This is an optimization exercise on Yosys and OpenROAD, whose aim is a short achievable clock period and few clock cycles, not a production implementation. Function was checked by simulation only, so behaviour that the tests miss may differ from the original.

==> flow/design.v (excerpt) <==
module cpuTop (
	input  logic ldSig,
	input  logic resetN,
	input  logic run,
	input  logic progWe,
	input  logic [5:0] progAddr,
	input  logic [15:0] progData,
	output logic [15:0] pc,
	output logic memWe,
	output logic [5:0] memAddr,
	output logic [15:0] memWdata,
	output logic [3:0] flags  
);
clock: 11.0 ns
lec_check: 0
abc_clock_period_in_ps: 3000
cap_margin: 20
core_margin: 2
core_utilization: 40
slew_margin: 20
tns_end_percent: 100
standard.sh (not shown) runs the stock make flow with config.mk's settings and CLKGATE_MAP_FILE= SYNTH_SCRIPT=/design/flow/synth_recipe.tcl, a recipe that flattens the netlist after the stock synthesis.
==> flow/flow/run.sh <==
#!/bin/bash
set -euo pipefail
here=$(pwd)
bash standard.sh SETUP_SLACK_MARGIN=7 'PLACE_PINS_ARGS=-group_pins {run memWe}' \
  "PRE_DETAIL_PLACE_TCL=$here/flow/pin_cells.tcl" finish > flow_make.log 2>&1
==> flow/flow/pin_cells.tcl <==
# Before detailed placement: move the cells of the combinational run -> memWe
# path (run's input buffer, the and gate, memWe's output buffer) next to the
# two pins, which io placement put side by side. detailed_placement then
# legalizes them. Nothing else changes.
set pc_block [ord::get_db_block]

proc pc_driver {net} {
  foreach it [$net getITerms] {
    if {[$it isOutputSignal]} { return [$it getInst] }
  }
  return ""
}

proc pc_pin_spot {name} {
  # the pin's centre, and a point 4 um inside the core from it
  set bt [$::pc_block findBTerm $name]
  set bb [$bt getBBox]
  set x [expr {([$bb xMin] + [$bb xMax]) / 2}]
  set y [expr {([$bb yMin] + [$bb yMax]) / 2}]
  set core [$::pc_block getCoreArea]
  set in [expr {4000}]
  set cx [expr {max([$core xMin] + $in, min($x, [$core xMax] - $in))}]
  set cy [expr {max([$core yMin] + $in, min($y, [$core yMax] - $in))}]
  return [list $cx $cy]
}

set pc_we_net [[$pc_block findBTerm memWe] getNet]
set pc_obuf [pc_driver $pc_we_net]
set pc_and ""
foreach it [$pc_obuf getITerms] {
  if {[$it isInputSignal] && [$it getNet] ne "NULL"} { set pc_and [pc_driver [$it getNet]] }
}
set pc_run_net [[$pc_block findBTerm run] getNet]
set pc_ibufs {}
foreach it [$pc_run_net getITerms] { lappend pc_ibufs [$it getInst] }

lassign [pc_pin_spot memWe] wx wy
lassign [pc_pin_spot run] rx ry
puts "pin_cells: memWe spot $wx $wy, run spot $rx $ry"
set moves [list $pc_obuf $wx $wy]
if {$pc_and ne ""} {
  lappend moves $pc_and [expr {($wx + $rx) / 2}] [expr {($wy + $ry) / 2 + 0}]
}
foreach ib $pc_ibufs { lappend moves $ib $rx $ry }
foreach {inst x y} $moves {
  if {[$inst isFixed]} { continue }
  puts "pin_cells: [$inst getName] ([[$inst getMaster] getName]) from [$inst getLocation] to $x $y"
  $inst setLocation [expr {int($x)}] [expr {int($y)}]
  $inst setPlacementStatus PLACED
}
The starting point failed in detailed placement (3_5_place_dp).
Testbench counts at the start, summed over its fixed seeds: cycles 52,802.
==> next run, changes <==
==> flow/flow/run.sh (replaced) <==
#!/bin/bash
set -euo pipefail
bash standard.sh SETUP_SLACK_MARGIN=7 'PLACE_PINS_ARGS=-group_pins {run memWe}' finish > flow_make.log 2>&1
removed: flow/flow/pin_cells.tcl
Now the flow produced a clean layout; synthesized cell count is unchanged; synthesized area does not change.
==> next run, changes <==
==> flow/flow/run.sh (replaced) <==
#!/bin/bash
set -euo pipefail
here=$(pwd)
bash standard.sh SETUP_SLACK_MARGIN=7 'PLACE_PINS_ARGS=-group_pins {run memWe}' \
  "PRE_DETAIL_PLACE_TCL=$here/flow/pin_cells.tcl" finish > flow_make.log 2>&1
==> flow/flow/pin_cells.tcl (new file) <==
# Before detailed placement: move the cells of the combinational run -> memWe
# path (run's input buffer, the and gate, memWe's output buffer) next to the
# two pins, which io placement put side by side. detailed_placement then
# legalizes them. Nothing else changes.
set ::pc_block [ord::get_db_block]

proc pc_driver {net} {
  foreach it [$net getITerms] {
    if {[$it isOutputSignal]} { return [$it getInst] }
  }
  return ""
}

proc pc_pin_spot {name} {
  # the pin's centre, and a point 4 um inside the core from it
  set bt [$::pc_block findBTerm $name]
  set bb [$bt getBBox]
  set x [expr {([$bb xMin] + [$bb xMax]) / 2}]
  set y [expr {([$bb yMin] + [$bb yMax]) / 2}]
  set core [$::pc_block getCoreArea]
  set in [expr {4000}]
  set cx [expr {max([$core xMin] + $in, min($x, [$core xMax] - $in))}]
  set cy [expr {max([$core yMin] + $in, min($y, [$core yMax] - $in))}]
  return [list $cx $cy]
}

set pc_we_net [[$::pc_block findBTerm memWe] getNet]
set pc_obuf [pc_driver $pc_we_net]
set pc_and ""
foreach it [$pc_obuf getITerms] {
  if {[$it isInputSignal] && [$it getNet] ne "NULL"} { set pc_and [pc_driver [$it getNet]] }
}
set pc_run_net [[$::pc_block findBTerm run] getNet]
set pc_ibufs {}
foreach it [$pc_run_net getITerms] { lappend pc_ibufs [$it getInst] }

lassign [pc_pin_spot memWe] wx wy
lassign [pc_pin_spot run] rx ry
puts "pin_cells: memWe spot $wx $wy, run spot $rx $ry"
set moves [list $pc_obuf $wx $wy]
if {$pc_and ne ""} {
  lappend moves $pc_and [expr {($wx + $rx) / 2}] [expr {($wy + $ry) / 2 + 0}]
}
foreach ib $pc_ibufs { lappend moves $ib $rx $ry }
foreach {inst x y} $moves {
  if {[$inst isFixed]} { continue }
  puts "pin_cells: [$inst getName] ([[$inst getMaster] getName]) from [$inst getLocation] to $x $y"
  $inst setLocation [expr {int($x)}] [expr {int($y)}]
  $inst setPlacementStatus PLACED
}
After rerunning: Setup slack improves by 0.052 ns; global-route usage goes down by 0.38 points; wire length hardly moves; via count goes down by about 0.4%; maximum frequency goes up by about 1.1%; first-iteration DRC count goes down by 5.1%.

========
job 101:
Another version of the RTL of cpuTop (not shown whole).
Size in the first run: ~6600 cells after synthesis, roughly 2300 flip-flops, ~69 I/O pins, roughly 110000 sq um of cells after synthesis.
// cpuTop
module cpuTop (
	input  logic ldSig,
	input  logic resetN,
	input  logic run,
	input  logic progWe,
	input  logic [5:0] progAddr,
	input  logic [15:0] progData,
	output logic [15:0] pc,
	output logic memWe,
	output logic [5:0] memAddr,
	output logic [15:0] memWdata,
	output logic [3:0] flags  
);
export LEC_CHECK = 0
export ABC_CLOCK_PERIOD_IN_PS = 3000
export CAP_MARGIN = 20
export CORE_MARGIN = 2
export CORE_UTILIZATION = 40
export SETUP_SLACK_MARGIN = 5
export SLEW_MARGIN = 20
export TNS_END_PERCENT = 100
create_clock -name core_clock -period 11.0 [get_ports {ldSig}]
run.sh (not shown) runs the stock make flow with config.mk's settings and CLKGATE_MAP_FILE= SYNTH_SCRIPT=/design/flow/synth_recipe.tcl, a recipe that flattens the netlist after the stock synthesis.
Stock flow here: none of the scripts above is used.
Job 101: PASS, flow complete, no timing, DRC or antenna violations
Testbench counts of job 101, summed over its fixed seeds: cycles 52,802.
--- input diff job 101..job 103 ---
# job 101
export LEC_CHECK = 0
export ABC_CLOCK_PERIOD_IN_PS = 3000
export CAP_MARGIN = 20
export CORE_MARGIN = 2
export CORE_UTILIZATION = 40
export SETUP_SLACK_MARGIN = 5
export SLEW_MARGIN = 20
export TNS_END_PERCENT = 100
create_clock -name core_clock -period 11.0 [get_ports {ldSig}]
# job 103
export LEC_CHECK = 0
export ABC_CLOCK_PERIOD_IN_PS = 3000
export CAP_MARGIN = 20
export CORE_MARGIN = 2
export CORE_UTILIZATION = 40
export SLEW_MARGIN = 20
export TNS_END_PERCENT = 100
create_clock -name core_clock -period 11.0 [get_ports {ldSig}]
==> flow/flow/run.sh (new file) <==
#!/bin/bash
set -euo pipefail
bash standard.sh SETUP_SLACK_MARGIN=6.5 finish > flow_make.log 2>&1
==> flow/standard.sh (new file) <==
#!/bin/bash
# synth_recipe.tcl (not shown) runs the flow's synth.tcl, then flattens the netlist and writes it again
# the make line also repeats each setting of config.mk as NAME=value (left out here)
make -C /OpenROAD-flow-scripts/flow DESIGN_CONFIG=/design/flow/config.mk WORK_HOME=/design/flow/orfs CLKGATE_MAP_FILE= SYNTH_SCRIPT=/design/flow/synth_recipe.tcl "${@:-finish}"
removed: flow/run.sh
==> notes.md <==
- Comparing job 101 against job 103, there is no change at all in area share of xor/xnor cells in the synthesized design.
- Summary — area growth from synthesis to layout, job 103 relative to job 101: higher, by 1.6 points.
- met3 layer usage reported by global route up 0.50 points in job 103 wrt job 101
- Relative to job 101, via count of the first global-routing pass has gone up in job 103.

separate check: timing with driven ports:
No port has a modelled driver above. Below, the same layouts with a new extraction and two added sets of constraints.
Step 1, drivers: a clkbuf_16 drives ldSig and a buf_2 each remaining input, both assumed.
Step 2, shift: input delay + t, output delay - t, t = (earliest + latest rising clock arrival at the registers) / 2. This alone moves slack from input paths to output paths.
Three values: ideal ports, drivers, drivers and shift; two values: the first two.
| run | t, ns | setup slack, ns | hold WS [ns] | latest minus earliest clock arrival (ns) | cell pins on the clock port's net |
|---|---|---|---|---|---|
| the second run of note 1 | 0.978 | 6.213 / 6.102 / 5.781 | 0.489 / 0.489 / 0.489 | 0.126 / 0.126 | 1 |
| the third run of note 1 | 0.983 | 6.265 / 6.219 / 5.677 | 0.489 / 0.489 / 0.489 | 0.119 / 0.120 | 1 |
| job 101 | 0.962 | 5.024 / 4.859 / 4.397 | 0.522 / 0.522 / 0.522 | 0.123 / 0.122 | 1 |
| job 103 | 0.962 | 6.169 / 5.861 / 5.372 | 0.513 / 0.513 / 0.513 | 0.117 / 0.117 | 1 |
After both steps every run listed still meets setup and hold. The setup slack of job 103, which loses most, moves by -0.308 ns with the drivers and by -0.797 ns with both steps.
